This design comes from an exercise in tuning for small area and a short achievable clock period on the open sky130 flow, not from production work.
Function was checked by simulation only, so behaviour that the tests miss may differ from the original.
No activity file was given, so power comes from the tool's default toggle rates.

== run a ==
==> flow/design.v (excerpt) <==
module wts_sound_core (
	input  logic                                clk,
	input  logic                                nreset,
	input  logic [wts_timing_pkg::NUM_CH-1:0]   key_on,
	input  logic [wts_timing_pkg::NUM_CH*wts_wave_pkg::FREQ_W-1:0] reg_frequency_count,   
	input  logic [wts_timing_pkg::NUM_CH*wts_wave_pkg::VOL_W-1:0]  reg_volume,            
	input  logic [wts_timing_pkg::NUM_CH*2-1:0]                    reg_enable,            
	input  logic [wts_wave_pkg::ID_W-1:0]       sram_id,
	input  logic [wts_wave_pkg::PHASE_W-1:0]    sram_a,
	input  logic [wts_wave_pkg::SAMPLE_W-1:0]   sram_d,
	input  logic                                sram_oe,
	input  logic                                sram_we,
	output logic [wts_wave_pkg::SAMPLE_W-1:0]   sram_q,
	output logic                                sram_q_en,
	output logic [wts_wave_pkg::OUT_W-1:0]      left_out,
	output logic [wts_wave_pkg::OUT_W-1:0]      right_out
);
Size: roughly 5500 cells after synthesis, ~2300 flip-flops, ~70000 um2 of cells after synthesis.
Settings: LEC_CHECK=0, CAP_MARGIN=20, CORE_MARGIN=2, CORE_UTILIZATION=40, CTS_CLUSTER_DIAMETER=60, CTS_CLUSTER_SIZE=30, SETUP_SLACK_MARGIN=3.6, SLEW_MARGIN=20; clock period 6.5 ns.
run.sh (not shown) runs the stock make flow with config.mk's settings and CLKGATE_MAP_FILE= SYNTH_SCRIPT=/design/flow/synth_recipe.tcl, a recipe that flattens the netlist after the stock synthesis.
What run b does differently from run a at the input level:
# run a
export LEC_CHECK = 0
export CAP_MARGIN = 20
export CORE_MARGIN = 2
export CORE_UTILIZATION = 40
export CTS_CLUSTER_DIAMETER = 60
export CTS_CLUSTER_SIZE = 30
export SETUP_SLACK_MARGIN = 3.6
export SLEW_MARGIN = 20
create_clock -name core_clock -period 6.5 [get_ports {clk}]
# run b
export LEC_CHECK = 0
export CAP_MARGIN = 20
export CORE_MARGIN = 2
export CORE_UTILIZATION = 40
export SETUP_SLACK_MARGIN = 3.6
export SLEW_MARGIN = 20
create_clock -name core_clock -period 6.5 [get_ports {clk}]
## What came out
Changes observed in run b relative to run a: switching power higher, total power higher, clock share of power increased by 8.1 points relative to the old numbers. Any difference in timing-limited maximum frequency between run a and run b is small enough to ignore. Against run a as the reference, run b delivers a higher post-route cell area.

* * *

Setup of the baseline:
wts_sound_core, a different RTL version from the one above (not shown whole).
For scale: ~5400 cells after synthesis, about 150 I/O pins, ~70000 um2 of cells after synthesis.
==> flow/config.mk <==
export PLATFORM = sky130hd
export DESIGN_NAME = wts_sound_core
export DESIGN_NICKNAME = wts_sound_core
export VERILOG_FILES = /design/flow/design.v
export SDC_FILE = /design/flow/constraint.sdc
export NUM_CORES = 4
export LEC_CHECK = 0
export CAP_MARGIN = 20
export CORE_MARGIN = 2
export CORE_UTILIZATION = 40
export PLACE_DENSITY = 0.65
export SETUP_SLACK_MARGIN = 3.6
export SLEW_MARGIN = 20
==> flow/constraint.sdc <==
create_clock -name core_clock -period 6.5 [get_ports {clk}]
set_input_delay 1.3000 -clock core_clock [delete_from_list [all_inputs] [get_ports {clk}]]
set_output_delay 1.3000 -clock core_clock [all_outputs]
set_load 0.01 [all_outputs]
standard.sh (not shown) runs the stock make flow with config.mk's settings and CLKGATE_MAP_FILE= SYNTH_SCRIPT=/design/flow/synth_recipe.tcl, a recipe that flattens the netlist after the stock synthesis.
==> flow/flow/run.sh <==
#!/bin/bash
set -euo pipefail
bash standard.sh \
	BUFFER_PORTS_ARGS="-buffer_cell sky130_fd_sc_hd__buf_2" \
	CTS_ARGS="-sink_clustering_enable -repair_clock_nets -sink_clustering_size 15 -sink_clustering_max_diameter 60 -buf_list sky130_fd_sc_hd__clkbuf_8 -dont_use_dummy_load" \
	finish > standard_flow.log 2>&1
The inputs of the candidate differ from those of the baseline as listed below.
# the baseline
export LEC_CHECK = 0
export CAP_MARGIN = 20
export CORE_MARGIN = 2
export CORE_UTILIZATION = 40
export PLACE_DENSITY = 0.65
export SETUP_SLACK_MARGIN = 3.6
export SLEW_MARGIN = 20
create_clock -name core_clock -period 6.5 [get_ports {clk}]
# the candidate
export LEC_CHECK = 0
export CAP_MARGIN = 20
export CORE_MARGIN = 2
export CORE_UTILIZATION = 55
export SETUP_SLACK_MARGIN = 3.6
export SLEW_MARGIN = 20
create_clock -name core_clock -period 6.5 [get_ports {clk}]
### Flow results
sky130_fd_sc_hd__nand3_1 as the worst-path cell with the longest stage delay was reported by the candidate, and sky130_fd_sc_hd__dfxtp_4 by the baseline.
The candidate vs. the baseline: final area fell by about 1%, number of stages on the worst setup path moved down, count of clock-buffer cells in the layout up 2, total power draw roughly the same, minimum setup slack in the final design now sits lower.
The candidate against the baseline: via count of the first global-routing pass went down 513; clock skew went down 0.060 ns.
Combinational share of power delta (the candidate -> the baseline): insignificant
The lower source-to-sink clock delay at the later pin of the worst-skew pair of the baseline and the candidate is in the candidate.
Looking at the baseline and the candidate, the register cell area after layout is a wash.

* * *

wts_sound_core again, from the RTL that the note above started with.
export LEC_CHECK = 0
export CAP_MARGIN = 20
export CORE_MARGIN = 2
export CORE_UTILIZATION = 40
export CTS_BUF_LIST = sky130_fd_sc_hd__clkbuf_8
export CTS_CLUSTER_DIAMETER = 60
export CTS_CLUSTER_SIZE = 15
export SETUP_SLACK_MARGIN = 3.6
export SLEW_MARGIN = 20
create_clock -name core_clock -period 6.5 [get_ports {clk}]
run.sh (not shown) runs the stock make flow with config.mk's settings and CLKGATE_MAP_FILE= SYNTH_SCRIPT=/design/flow/synth_recipe.tcl, a recipe that flattens the netlist after the stock synthesis.
Stock flow here: none of the scripts above is used.
The starting point completed without violations.
Edit:
==> flow/flow/run.sh (new file) <==
#!/bin/bash
set -euo pipefail
bash standard.sh \
	BUFFER_PORTS_ARGS="-buffer_cell sky130_fd_sc_hd__buf_2" \
	CTS_ARGS="-sink_clustering_enable -repair_clock_nets -sink_clustering_size 15 -sink_clustering_max_diameter 60 -buf_list sky130_fd_sc_hd__clkbuf_8 -dont_use_dummy_load" \
	finish > standard_flow.log 2>&1
==> flow/standard.sh (new file) <==
#!/bin/bash
# synth_recipe.tcl (not shown) runs the flow's synth.tcl, then flattens the netlist and writes it again
# the make line also repeats each setting of config.mk as NAME=value (left out here)
make -C /OpenROAD-flow-scripts/flow DESIGN_CONFIG=/design/flow/config.mk WORK_HOME=/design/flow/orfs CLKGATE_MAP_FILE= SYNTH_SCRIPT=/design/flow/synth_recipe.tcl "${@:-finish}"
Settings changed: CAP_MARGIN 20 to 5, CTS_BUF_LIST sky130_fd_sc_hd__clkbuf_8 to unset, CTS_CLUSTER_DIAMETER 60 to unset, CTS_CLUSTER_SIZE 15 to unset, SLEW_MARGIN 20 to 5.
removed: flow/run.sh
What happened: Fmax grows by 1.7%; register-to-register slack improves by 50 ps; wire length goes up by 2.2%; hold slack degrades by 25 ps; non-clock buffer count is higher by 13; synthesized cell count does not change; sequential power hardly moves; final area fell by 0.96%.
Edit:
==> flow/run.sh (new file) <==
#!/bin/bash
# synth_recipe.tcl (not shown) runs the flow's synth.tcl, then flattens the netlist and writes it again
# the make line also repeats each setting of config.mk as NAME=value (left out here)
make -C /OpenROAD-flow-scripts/flow DESIGN_CONFIG=/design/flow/config.mk WORK_HOME=/design/flow/orfs CLKGATE_MAP_FILE= SYNTH_SCRIPT=/design/flow/synth_recipe.tcl finish
Settings changed: CAP_MARGIN 5 to 20, CTS_BUF_LIST set to sky130_fd_sc_hd__clkbuf_8, CTS_CLUSTER_DIAMETER set to 50, CTS_CLUSTER_SIZE set to 12, SLEW_MARGIN 5 to 20.
removed: flow/flow/run.sh
removed: flow/standard.sh
What happened: The new run finished clean. Cell count grows by 1.2%. Combinational power hardly moves. First-iteration DRC count drops by 1.2%. Final area came out higher by 2.6%. Power rises by 6.2%. Global-route usage stays flat. Routed wire length stays flat. Clock power came out higher by 20%. Clock skew came out lower by 6.3 ps.
Edit:
==> flow/flow/run.sh (new file) <==
#!/bin/bash
set -euo pipefail
bash standard.sh \
	BUFFER_PORTS_ARGS="-buffer_cell sky130_fd_sc_hd__buf_2" \
	CTS_ARGS="-sink_clustering_enable -repair_clock_nets -sink_clustering_size 15 -sink_clustering_max_diameter 60 -buf_list sky130_fd_sc_hd__clkbuf_8 -dont_use_dummy_load" \
	finish > standard_flow.log 2>&1
==> flow/standard.sh (new file) <==
#!/bin/bash
# synth_recipe.tcl (not shown) runs the flow's synth.tcl, then flattens the netlist and writes it again
# the make line also repeats each setting of config.mk as NAME=value (left out here)
make -C /OpenROAD-flow-scripts/flow DESIGN_CONFIG=/design/flow/config.mk WORK_HOME=/design/flow/orfs CLKGATE_MAP_FILE= SYNTH_SCRIPT=/design/flow/synth_recipe.tcl "${@:-finish}"
Settings changed: CTS_CLUSTER_DIAMETER 50 to 60, CTS_CLUSTER_SIZE 12 to 15, SETUP_SLACK_MARGIN 3.6 to 3.4.
removed: flow/run.sh
After rerunning: Wire length went down by 3.7%; clock skew came out higher by 45 ps; cell area drops by 3.8%; maximum frequency falls by 6.3%; via count is lower by 2.4%; sequential cell count does not change; setup slack gets worse by 200 ps; register-to-register slack is worse by 200 ps; power drops by 6.2%; core utilization is lower by 1.7 points; critical path depth goes up by 1.

re-timing with driven ports:
In the flow no input, the clock included, has a driving cell. The finished layouts below were timed again as built, in two steps.
Step 1 (the two cells are an assumption about what drives the block):
set clk [get_ports {clk}]
set_driving_cell -lib_cell sky130_fd_sc_hd__clkbuf_16 $clk
set_driving_cell -lib_cell sky130_fd_sc_hd__buf_2 [delete_from_list [all_inputs] $clk]
Step 2 also shifts input and output timing later by t, the mid clock arrival at the registers, as if the neighbouring blocks saw the same clock.
Three values: ideal, step 1, step 2; two values: the first two.
run | t, ns | setup slack, ns | worst setup path after step 2 | worst slew at a driven data input, ns
run a | 0.875 | 3.513 / 3.513 / 2.840 | input to register | 0.12
run b | 0.921 | 3.521 / 3.521 / 2.799 | input to register | 0.13
the baseline | 0.995 | 3.517 / 3.517 / 2.678 | input to register | 0.11
the candidate | 0.988 | 3.489 / 3.489 / 2.765 | input to register | 0.05
the first run of note 3 | 1.050 | 3.511 / 3.511 / 2.655 | input to register | 0.13
the second run of note 3 | 1.000 | 3.562 / 3.562 / 2.613 | input to register | 0.11
the third run of note 3 | 1.048 | 3.577 / 3.572 / 2.683 | input to register | 0.14
the fourth run of note 3 | 0.992 | 3.381 / 3.381 / 2.525 | input to register | 0.09
After both steps every run listed still meets setup and hold. The setup slack of the second run of note 3, which loses most, moves by 0.000 ns with the drivers and by -0.949 ns with both steps.
